Context: an optimization exercise on an open-source flow, tuned for small area, a short achievable clock period and few clock cycles per item. The choices shown serve that exercise and are no tape-out recipe. Where RTL was checked, it was by simulation tests only, not by an equivalence proof against the original. Power is estimated from default activity; no workload was simulated.

## gomoku_top
module gomoku_top (
    input  logic               clock,
    input  logic               rst,
    input  logic [5-1:0] awaddr,
    input  logic               awvalid,
    output logic               awready,
    input  logic [32-1:0] wdata,
    input  logic               wvalid,
    output logic               wready,
    output logic               bvalid,
    output logic [1:0]         bresp,
    input  logic               bready,
    input  logic [5-1:0] araddr,
    input  logic               arvalid,
    output logic               arready,
    output logic               rvalid,
    output logic [32-1:0] rdata,
    output logic [1:0]         rresp,
    input  logic               rready,
    output logic [6:0]         hex0,
    output logic [6:0]         hex1,
    output logic [7:0]         ledr,
    output logic [7:0]         ledg
);
Size in the first run: roughly 3300 cells after synthesis, about 120 I/O pins, about 31000 sq um of cells after synthesis.
==> module gomoku_regs, before the edit <==
module gomoku_regs (
    input  logic                      clock,
    input  logic                      rst,
    input  logic [5-1:0]        awaddr,
    input  logic                      awvalid,
    output logic                      awready,
    input  logic [32-1:0]        wdata,
    input  logic                      wvalid,
    output logic                      wready,
    output logic                      bvalid,
    output logic [1:0]                bresp,
    input  logic                      bready,
    input  logic [5-1:0]        araddr,
    input  logic                      arvalid,
    output logic                      arready,
    output logic                      rvalid,
    output logic [32-1:0]        rdata,
    output logic [1:0]                rresp,
    input  logic                      rready,
    input  gomoku_pkg::cell_t         pt,         
    input  logic                      five,
    output logic                      clear,        
    output logic                      wr_en,        
    output logic                      diag,
    output logic [3:0][4:0]    s1,
    output logic                      neg1,
    output logic [3:0][4:0]    s2,
    output logic [15:0][1:0]          lo1,
    output logic [15:0][1:0]          lo2,
    output logic                      top2,
    output logic [4-1:0]       pick_row,     
    output logic [4-1:0]       last_row,
    output logic [4-1:0]       last_col,
    output logic                      white,        
    output logic                      won
);
    gomoku_pkg::reg_word_u wv;
    logic                  ready;
    logic                  wr_fire;
    logic                  ar_fire;
    logic                  mv_fire;
    logic                  sel_fire;
    logic                  ng_fire;
    logic                  pass_fire;
    logic                  lines;       
    logic                  placed;      
    logic                  five_hv;
    logic                  last_ok;
    logic [8:0]            move_count;
    logic [4-1:0]   cell_row;
    logic [4-1:0]   cell_col;
    logic                  rsel_st;     
    logic [14:0]           rd_q;
    logic [8:0]            count_nx;
    gomoku_pkg::cell_t     cell_q;
    logic [4:0]     sum;
    logic [4:0]     dif;
    assign wv = wdata;
    assign awready = ready;
    assign wready  = ready;
    assign bresp   = 2'b00;
    assign arready = !rvalid;
    assign rresp   = 2'b00;
    assign wr_fire   = awvalid && wvalid && ready;
    assign ar_fire   = arvalid && !rvalid;
    assign mv_fire   = wr_fire && awaddr == 5'h00;
    assign sel_fire  = wr_fire && awaddr == 5'h08;
    assign ng_fire   = wr_fire && awaddr == 5'h04 && wv.ctrl.new_game;
    assign pass_fire = wr_fire && awaddr == 5'h04 && wv.ctrl.pass && !wv.ctrl.new_game;
    assign sum = {1'b0, last_row} + {1'b0, last_col};
    assign dif = {1'b0, last_col} - {1'b0, last_row};
    assign pick_row = lines ? last_row : cell_row;
    assign wr_en    = placed;
    always_ff @(posedge clock) begin
        if (rst) begin
            ready  <= 1'b1;
            bvalid <= 1'b0;
            rvalid <= 1'b0;
            lines  <= 1'b0;
            diag   <= 1'b0;
        end else begin
            ready  <= !wr_fire && !(bvalid && !bready) && !lines;
            bvalid <= wr_fire || (bvalid && !bready);
            rvalid <= ar_fire || (rvalid && !rready);
            lines  <= mv_fire;
            diag   <= lines;
        end
    end
    always_ff @(posedge clock) begin
        clear <= rst || ng_fire;
    end
    always_ff @(posedge clock) begin
        if (rst) begin
            last_row <= '0;
            last_col <= '0;
            cell_row <= '0;
            cell_col <= '0;
        end else begin
            if (mv_fire) begin
                last_row <= wv.move.row;
                last_col <= wv.move.col;
            end
            if (sel_fire) begin
                cell_row <= wv.move.row;
                cell_col <= wv.move.col;
            end
        end
    end
    always_ff @(posedge clock) begin
        for (int q = 0; q < 4; q++) begin
            if (rst) begin
                s1[q] <= '0;
            end else if (mv_fire || sel_fire) begin
                s1[q] <= {1'b0, wv.move.col};
            end else if (lines) begin
                s1[q] <= {1'b0, dif[4-1:0]} + (4+1)'(q);
            end else begin
                s1[q] <= {1'b0, cell_col};
            end
            if (mv_fire) begin
                s2[q] <= {1'b0, wv.move.row};
            end else begin
                s2[q] <= {1'b0, sum[4-1:0]} - (4+1)'(q);
            end
        end
        neg1 <= dif[4];
    end
    always_ff @(posedge clock) begin
        for (int i = 0; i < 16; i++) begin
            if (rst) begin
                lo1[i] <= 2'(i / 4);
            end else if (mv_fire || sel_fire) begin
                lo1[i] <= wv.move.col[1:0] ^ 2'(i / 4);
            end else if (lines) begin
                lo1[i] <= (dif[1:0] + 2'(i % 4)) ^ 2'(i / 4);
            end else begin
                lo1[i] <= cell_col[1:0] ^ 2'(i / 4);
            end
            if (mv_fire) begin
                lo2[i] <= wv.move.row[1:0] ^ 2'(i / 4);
            end else begin
                lo2[i] <= (sum[1:0] - 2'(i % 4)) ^ 2'(i / 4);
            end
        end
        top2 <= sum[4];
    end
    always_ff @(posedge clock) begin
        if (rst) begin
            placed <= 1'b0;
        end else begin
            placed <= lines && pt == gomoku_pkg::EMPTY && !won;
        end
        five_hv <= five;   
    end
    assign count_nx = move_count + 9'(placed);
    always_ff @(posedge clock) begin
        if (rst || ng_fire) begin
            white      <= 1'b0;
            won        <= 1'b0;
            last_ok    <= 1'b0;
            move_count <= '0;
        end else begin
            if (diag) begin
                last_ok <= placed;
            end
            move_count <= count_nx;
            if (placed) begin
                if (five_hv || five) begin
                    won <= 1'b1;   
                end else begin
                    white <= !white;
                end
            end
            if (pass_fire && !won) begin
                white <= !white;
            end
        end
    end
    always_ff @(posedge clock) begin
        cell_q <= (rst || clear) ? gomoku_pkg::EMPTY : pt;
        if (!rvalid) begin
            rsel_st <= araddr == 5'h0C;
            case (araddr)
                5'h00:     rd_q <= {7'b0, last_row, last_col};
                5'h08: rd_q <= {7'b0, cell_row, cell_col};
                5'h0C:   rd_q <= {count_nx, diag ? placed : last_ok, 5'b0};
                5'h10:     rd_q <= {13'b0, cell_q};
                default:       rd_q <= '0;
            endcase
        end
    end
    assign rdata = {17'b0, rd_q[14:5],
                    rd_q[4:1] | {4{rsel_st}} & {won && white, won && !white, white, !white},
                    rd_q[0]};
endmodule
Settings: LEC_CHECK=0, ABC_CLOCK_PERIOD_IN_PS=3000, CAP_MARGIN=20, CORE_MARGIN=2, CORE_UTILIZATION=30, CTS_BUF_LIST=sky130_fd_sc_hd__clkbuf_16, CTS_CLUSTER_DIAMETER=80, CTS_CLUSTER_SIZE=25, SETUP_SLACK_MARGIN=5, SLEW_MARGIN=20, TNS_END_PERCENT=25; clock period 8.0 ns.
run.sh (not shown) runs the stock make flow with config.mk's settings and CLKGATE_MAP_FILE= SYNTH_SCRIPT=/design/flow/synth_recipe.tcl, a recipe that flattens the netlist after the stock synthesis.
The baseline finished with timing, DRC and antenna clean.
Testbench counts at the start, summed over its fixed seeds: cycles 17,312, moves 3,200.
Next try:
--- a/flow/design.v
+++ b/flow/design.v
@@ -97,6 +97,10 @@
     assign ng_fire   = wr_fire && awaddr == 5'h04 && wv.ctrl.new_game;
     assign pass_fire = wr_fire && awaddr == 5'h04 && wv.ctrl.pass && !wv.ctrl.new_game;
-    assign sum = {1'b0, last_row} + {1'b0, last_col};
-    assign dif = {1'b0, last_col} - {1'b0, last_row};
+    always_ff @(posedge clock) begin
+        if (mv_fire) begin
+            sum <= {1'b0, wv.move.row} + {1'b0, wv.move.col};
+            dif <= {1'b0, wv.move.col} - {1'b0, wv.move.row};
+        end
+    end
     assign pick_row = lines ? last_row : cell_row;
     assign wr_en    = placed;
Result: Sequential share of layout area is lower by 0.28 points; worst setup slack gets worse by 0.12 ns; non-clock buffer count is higher by 38; flip-flop and latch count is higher by 9; total power is higher by 1.3%; critical path depth is higher by 2; core utilization is higher by 0.39 points; clock skew stays flat; clock-buffer cell count is higher by 1; synthesized cell count hardly moves; design area is higher by 2.7%; clock power is about the same.
The RTL of the second run of this note was laid out without a check of its function.

rev 12:
gomoku_top, a different RTL version from the one above (not shown whole).
For scale: about 120 I/O pins, about 0.032 mm² of cells after synthesis.
==> flow/config.mk <==
export PLATFORM = sky130hd
export DESIGN_NAME = gomoku_top
export DESIGN_NICKNAME = gomoku_top
export VERILOG_FILES = /design/flow/design.v
export SDC_FILE = /design/flow/constraint.sdc
export NUM_CORES = 4
export LEC_CHECK = 0
export ABC_CLOCK_PERIOD_IN_PS = 3000
export CAP_MARGIN = 20
export CORE_MARGIN = 2
export CORE_UTILIZATION = 30
export CTS_BUF_LIST = sky130_fd_sc_hd__clkbuf_16
export CTS_CLUSTER_DIAMETER = 80
export CTS_CLUSTER_SIZE = 25
export PLACE_DENSITY = 0.8
export SETUP_SLACK_MARGIN = 4.8
export SLEW_MARGIN = 20
export TNS_END_PERCENT = 25
==> flow/constraint.sdc <==
create_clock -name core_clock -period 8.0 [get_ports {clock}]
set_input_delay 1.6000 -clock core_clock [delete_from_list [all_inputs] [get_ports {clock}]]
set_output_delay 1.6000 -clock core_clock [all_outputs]
set_load 0.01 [all_outputs]
The inputs of rev 13 differ from those of rev 12 as listed below.
-- flow/design.v --
<<< rev 12, line 52
    output logic                      wr_en,        
    output logic                      diag,
    output logic                      placed,       
    output logic [3:0][4:0]    s1,
    output logic                      neg1,
>>> rev 13, line 52
    output logic                      wr_en,        
    output logic                      diag,
    output logic [3:0][4:0]    s1,
    output logic                      neg1,
<<< rev 12, line 74
    logic                  pass_fire;
    logic                  lines;       
    logic                  five_hv;
    logic                  last_ok;
>>> rev 13, line 73
    logic                  pass_fire;
    logic                  lines;       
    logic                  placed;      
    logic                  five_hv;
    logic                  last_ok;
<<< rev 12, line 194
            end
            move_count <= count_nx;
            if (diag && (five || (placed && five_hv))) begin
                won <= 1'b1;   
            end
            if (placed && !five_hv && !five) begin
                white <= !white;
            end
            if (pass_fire && !won) begin
>>> rev 13, line 194
            end
            move_count <= count_nx;
            if (placed) begin
                if (five_hv || five) begin
                    won <= 1'b1;   
                end else begin
                    white <= !white;
                end
            end
            if (pass_fire && !won) begin
<<< rev 12, line 287
    input  logic [4-1:0]                    col,
    input  logic                                   white,      
    input  logic                                   placed,     
    input  logic [16-1:0]                  p1_b,
    input  logic [16-1:0]                  p1_w,
>>> rev 13, line 288
    input  logic [4-1:0]                    col,
    input  logic                                   white,      
    input  logic [16-1:0]                  p1_b,
    input  logic [16-1:0]                  p1_w,
<<< rev 12, line 326
        end
    end
    logic ctr;
    assign ctr = !diag || placed;
    logic [16-1:0] line1_b;
    logic [16-1:0] line1_w;
>>> rev 13, line 326
        end
    end
    logic [16-1:0] line1_b;
    logic [16-1:0] line1_w;
<<< rev 12, line 336
    always_comb begin
        for (int i = 0; i < 16; i++) begin
            line1_b[i] = (ok1[i] && p1_b[i]) || (ctr && row == 4'(i));
            line1_w[i] = (ok1[i] && p1_w[i]) || (ctr && row == 4'(i));
            line2_b[i] = (ok2[i] && p2_b[i]) || (ctr && col == 4'(i));
            line2_w[i] = (ok2[i] && p2_w[i]) || (ctr && col == 4'(i));
        end
    end
>>> rev 13, line 334
    always_comb begin
        for (int i = 0; i < 16; i++) begin
            line1_b[i] = (ok1[i] && p1_b[i]) || row == 4'(i);
            line1_w[i] = (ok1[i] && p1_w[i]) || row == 4'(i);
            line2_b[i] = (ok2[i] && p2_b[i]) || col == 4'(i);
            line2_w[i] = (ok2[i] && p2_w[i]) || col == 4'(i);
        end
    end
<<< rev 12, line 410
    logic                                 wr_en;
    logic                                 diag;
    logic                                 placed;
    logic [3:0][4:0]               s1;
    logic [3:0][4:0]               s2;
>>> rev 13, line 408
    logic                                 wr_en;
    logic                                 diag;
    logic [3:0][4:0]               s1;
    logic [3:0][4:0]               s2;
<<< rev 12, line 436
        .bvalid, .bresp, .bready,
        .araddr, .arvalid, .arready, .rvalid, .rdata, .rresp, .rready,
        .pt, .five, .clear, .wr_en, .diag, .placed, .s1, .neg1, .s2, .top2, .lo1, .lo2,
        .pick_row, .last_row, .last_col, .white, .won
    );
>>> rev 13, line 433
        .bvalid, .bresp, .bready,
        .araddr, .arvalid, .arready, .rvalid, .rdata, .rresp, .rready,
        .pt, .five, .clear, .wr_en, .diag, .s1, .neg1, .s2, .top2, .lo1, .lo2,
        .pick_row, .last_row, .last_col, .white, .won
    );
<<< rev 12, line 450
        .row (last_row),
        .col (last_col),
        .white, .placed, .p1_b, .p1_w, .p2_b, .p2_w,
        .hi1, .hi2, .five
    );
>>> rev 13, line 447
        .row (last_row),
        .col (last_col),
        .white, .p1_b, .p1_w, .p2_b, .p2_w,
        .hi1, .hi2, .five
    );
==> comparison <==
- Against rev 12, number of clock buffer instances in the layout in rev 13 fell by a few percent.
- Summary of rev 13 over rev 12: global placement routability congestion now sits lower; sum of met2 wire segment lengths after detailed routing went down by about 4.6%; total core area -1.3%.
- In the metrics for rev 12 and rev 13, the one carrying the lower buffer count from post-CTS setup fixing is rev 13.
- | total leakage power | rev 13 vs rev 12 | better |
- Delta (rev 13 minus rev 12): layout buffer count excluding clock buffers saw a decrease, worst clock skew on the final layout saw a decrease, flip-flop and latch count saw little to no change, total placed cells including tap cells saw a decrease.
- The overall die area reported for rev 13 is smaller than that of rev 12 by 990 µm².
- Rev 13 vs. rev 12: via count of the routed design now smaller, final instance area lost 2.1%, setup slack after placement went up 0.14 ns.
Testbench counts of rev 13, summed over its fixed seeds: cycles 17,312, moves 3,200.
For rev 12, only the layout was checked, not whether the RTL still works.

Another version of the RTL of gomoku_top (not shown whole).
Size: ~3300 cells after synthesis, about 620 flip-flops, roughly 120 I/O pins, about 31000 um^2 of cells after synthesis.
## gomoku_top
module gomoku_top (
    input  logic               clock,
    input  logic               rst,
    input  logic [5-1:0] awaddr,
    input  logic               awvalid,
    output logic               awready,
    input  logic [32-1:0] wdata,
    input  logic               wvalid,
    output logic               wready,
    output logic               bvalid,
    output logic [1:0]         bresp,
    input  logic               bready,
    input  logic [5-1:0] araddr,
    input  logic               arvalid,
    output logic               arready,
    output logic               rvalid,
    output logic [32-1:0] rdata,
    output logic [1:0]         rresp,
    input  logic               rready,
    output logic [6:0]         hex0,
    output logic [6:0]         hex1,
    output logic [7:0]         ledr,
    output logic [7:0]         ledg
);
    logic                                 clear;
    logic                                 wr_en;
    logic                                 diag;
    logic [3:0][4:0]               s1;
    logic [3:0][4:0]               s2;
    logic                                 neg1;
    logic                                 hi2;
    logic [4-1:0]                  pick_row;
    logic [4-1:0]                  last_row;
    logic [4-1:0]                  last_col;
    logic                                 white;
    logic                                 won;
    logic                                 five;
    gomoku_pkg::cell_t                    pt;
    logic [16-1:0][4-1:0]  k1;
    logic [16-1:0][4-1:0]  k2;
    logic [16-1:0]                p1_b;
    logic [16-1:0]                p1_w;
    logic [16-1:0]                p2_b;
    logic [16-1:0]                p2_w;
    assign pt = gomoku_pkg::cell_t'({p1_w[pick_row], p1_b[pick_row]});
    gomoku_regs u_regs (
        .clock, .rst,
        .awaddr, .awvalid, .awready, .wdata, .wvalid, .wready,
        .bvalid, .bresp, .bready,
        .araddr, .arvalid, .arready, .rvalid, .rdata, .rresp, .rready,
        .pt, .five, .clear, .wr_en, .diag, .s1, .neg1, .s2, .hi2, .hex0, .hex1,
        .pick_row, .last_row, .last_col, .white, .won
    );
    board_store u_board (
        .clock, .clear, .wr_en,
        .wr_row (last_row),
        .wr_col (last_col),
        .wr_white (white),
  ...
Settings: LEC_CHECK=0, ABC_CLOCK_PERIOD_IN_PS=3000, CAP_MARGIN=20, CORE_MARGIN=2, CORE_UTILIZATION=30, SETUP_SLACK_MARGIN=5, SLEW_MARGIN=20; clock period 8.0 ns.
Testbench counts at the start, summed over its fixed seeds: cycles 17,312, moves 3,200.
Then changed:
--- a/flow/design.v
+++ b/flow/design.v
@@ -50,18 +50,16 @@
     input  logic                      five,
     output logic                      clear,        
     output logic                      wr_en,        
     output logic                      diag,
     output logic [3:0][4:0]    s1,
     output logic                      neg1,
     output logic [3:0][4:0]    s2,
     output logic                      hi2,
-    output logic [6:0]                hex0,
-    output logic [6:0]                hex1,
     output logic [4-1:0]       pick_row,     
     output logic [4-1:0]       last_row,
     output logic [4-1:0]       last_col,
     output logic                      white,        
     output logic                      won
 );
     gomoku_pkg::reg_word_u wv;
     logic                  ready;
@@ -79,36 +77,16 @@
     logic [4-1:0]   cell_row;
     logic [4-1:0]   cell_col;
     logic                  rsel_st;     
     logic [14:0]           rd_q;
     logic [8:0]            count_nx;
     gomoku_pkg::cell_t     cell_q;
     logic [4:0]     sum;
     logic [4:0]     dif;
-    function automatic logic [6:0] seg7(input logic [3:0] v);
-        case (v)
-            4'h0: seg7 = 7'b1000000;
-            4'h1: seg7 = 7'b1111001;
-            4'h2: seg7 = 7'b0100100;
-            4'h3: seg7 = 7'b0110000;
-            4'h4: seg7 = 7'b0011001;
-            4'h5: seg7 = 7'b0010010;
-            4'h6: seg7 = 7'b0000010;
-            4'h7: seg7 = 7'b1111000;
-            4'h8: seg7 = 7'b0000000;
-            4'h9: seg7 = 7'b0010000;
-            4'hA: seg7 = 7'b0001000;
-            4'hB: seg7 = 7'b0000011;   
-            4'hC: seg7 = 7'b1000110;
-            4'hD: seg7 = 7'b0100001;   
-            4'hE: seg7 = 7'b0000110;
-            default: seg7 = 7'b0001110;
-        endcase
-    endfunction
     assign wv = wdata;
     assign awready = ready;
     assign wready  = ready;
     assign bresp   = 2'b00;
     assign arready = !rvalid;
     assign rresp   = 2'b00;
     assign wr_fire   = awvalid && wvalid && ready;
     assign ar_fire   = arvalid && !rvalid;
@@ -172,25 +150,16 @@
                 s2[q] <= {1'b0, sum[4-1:0]} - (4+1)'(q);
             end
         end
         neg1 <= dif[4];
         hi2  <= sum[4];
     end
     always_ff @(posedge clock) begin
         if (rst) begin
-            hex1 <= seg7('0);
-            hex0 <= seg7('0);
-        end else if (mv_fire) begin
-            hex1 <= seg7(wv.move.row);
-            hex0 <= seg7(wv.move.col);
-        end
-    end
-    always_ff @(posedge clock) begin
-        if (rst) begin
             placed <= 1'b0;
         end else begin
             placed <= lines && pt == gomoku_pkg::EMPTY && !won;
         end
         five_hv <= five;   
     end
     assign count_nx = move_count + 9'(placed);
     always_ff @(posedge clock) begin
@@ -342,21 +311,41 @@
             five1 = five1 || &line1[s+:5];
             five2 = five2 || &line2[s+:5];
         end
     end
     assign five = five1 || five2;
 endmodule
 `timescale 1ns/100ps
 module status_display (
+    input  logic                clock,
+    input  logic                rst,
+    input  logic [4-1:0] last_row,
+    input  logic [4-1:0] last_col,
     input  logic                white,    
     input  logic                won,
+    output logic [6:0]          hex0,     
+    output logic [6:0]          hex1,     
     output logic [7:0]          ledr,
     output logic [7:0]          ledg
 );
+    localparam logic [16*7-1:0] SEGS = {
+        7'b0001110, 7'b0000110, 7'b0100001, 7'b1000110,    
+        7'b0000011, 7'b0001000, 7'b0010000, 7'b0000000,    
+        7'b1111000, 7'b0000010, 7'b0010010, 7'b0011001,    
+        7'b0110000, 7'b0100100, 7'b1111001, 7'b1000000};   
+    always_ff @(posedge clock) begin
+        if (rst) begin
+            hex1 <= SEGS[6:0];
+            hex0 <= SEGS[6:0];
+        end else begin
+            hex1 <= SEGS[7*last_row +: 7];
+            hex0 <= SEGS[7*last_col +: 7];
+        end
+    end
     assign ledr = {won && !white, 6'b0, !won && !white};
     assign ledg = {!won && white, 6'b0, won && white};
 endmodule
 `timescale 1ns/100ps
 module gomoku_top (
     input  logic               clock,
     input  logic               rst,
     input  logic [5-1:0] awaddr,
@@ -401,17 +390,17 @@
     logic [16-1:0]                p2_b;
     logic [16-1:0]                p2_w;
     assign pt = gomoku_pkg::cell_t'({p1_w[pick_row], p1_b[pick_row]});
     gomoku_regs u_regs (
         .clock, .rst,
         .awaddr, .awvalid, .awready, .wdata, .wvalid, .wready,
         .bvalid, .bresp, .bready,
         .araddr, .arvalid, .arready, .rvalid, .rdata, .rresp, .rready,
-        .pt, .five, .clear, .wr_en, .diag, .s1, .neg1, .s2, .hi2, .hex0, .hex1,
+        .pt, .five, .clear, .wr_en, .diag, .s1, .neg1, .s2, .hi2,
         .pick_row, .last_row, .last_col, .white, .won
     );
     board_store u_board (
         .clock, .clear, .wr_en,
         .wr_row (last_row),
         .wr_col (last_col),
         .wr_white (white),
         .k1, .k2, .p1_b, .p1_w, .p2_b, .p2_w
@@ -419,11 +408,12 @@
     win_checker u_check (
         .diag, .s1, .neg1, .s2, .hi2,
         .row (last_row),
         .col (last_col),
         .white, .p1_b, .p1_w, .p2_b, .p2_w,
         .k1, .k2, .five
     );
     status_display u_disp (
-        .white, .won, .ledr, .ledg
+        .clock, .rst,
+        .last_row, .last_col, .white, .won, .hex0, .hex1, .ledr, .ledg
     );
 endmodule
Result: The changed run produced a clean layout; die area went down slightly; power went down by a few percent; routed wire length went down by a few percent; worst setup slack improved by 0.14 ns; worst hold slack improved by 0.0069 ns; via count went down by a few percent; design area went up slightly; count of clock-buffer cells in the layout went up by 5; cell count went down by a few percent; synthesized cell count went down by a few percent; sequential power hardly moves; first-iteration DRC count went down slightly.
Testbench counts after the change, summed over its fixed seeds: cycles 17,312, moves 3,200.

## static timing again, ports no longer ideal
The flow's constraints put no driver on any port. The routed layouts listed below were extracted and timed again, unchanged, in two steps.
Step 1, drivers: a clkbuf_16 drives clock and a buf_2 each remaining input, both assumed.
Step 2 also shifts input and output timing later by t, the mid clock arrival at the registers, as if the neighbouring blocks saw the same clock.
a / b / c = ideal ports / drivers / drivers and shift; a / b = the first two.
run	shift t [ns]	setup WS [ns]	worst setup path at the end
the first run of note 1	0.659	4.666 / 4.666 / 4.339	input to register
the second run of note 1	0.649	4.545 / 4.545 / 4.219	input to register
rev 12	0.715	4.524 / 4.524 / 3.975	input to register
rev 13	0.714	4.643 / 4.620 / 4.068	input to register
the first run of note 3	0.687	4.428 / 4.428 / 4.300	input to register
the second run of note 3	0.693	4.571 / 4.541 / 4.344	input to register
After both steps setup and hold are still met in every run listed. The setup slack of rev 13, which loses most, moves by -0.023 ns with the drivers and by -0.575 ns with both steps.
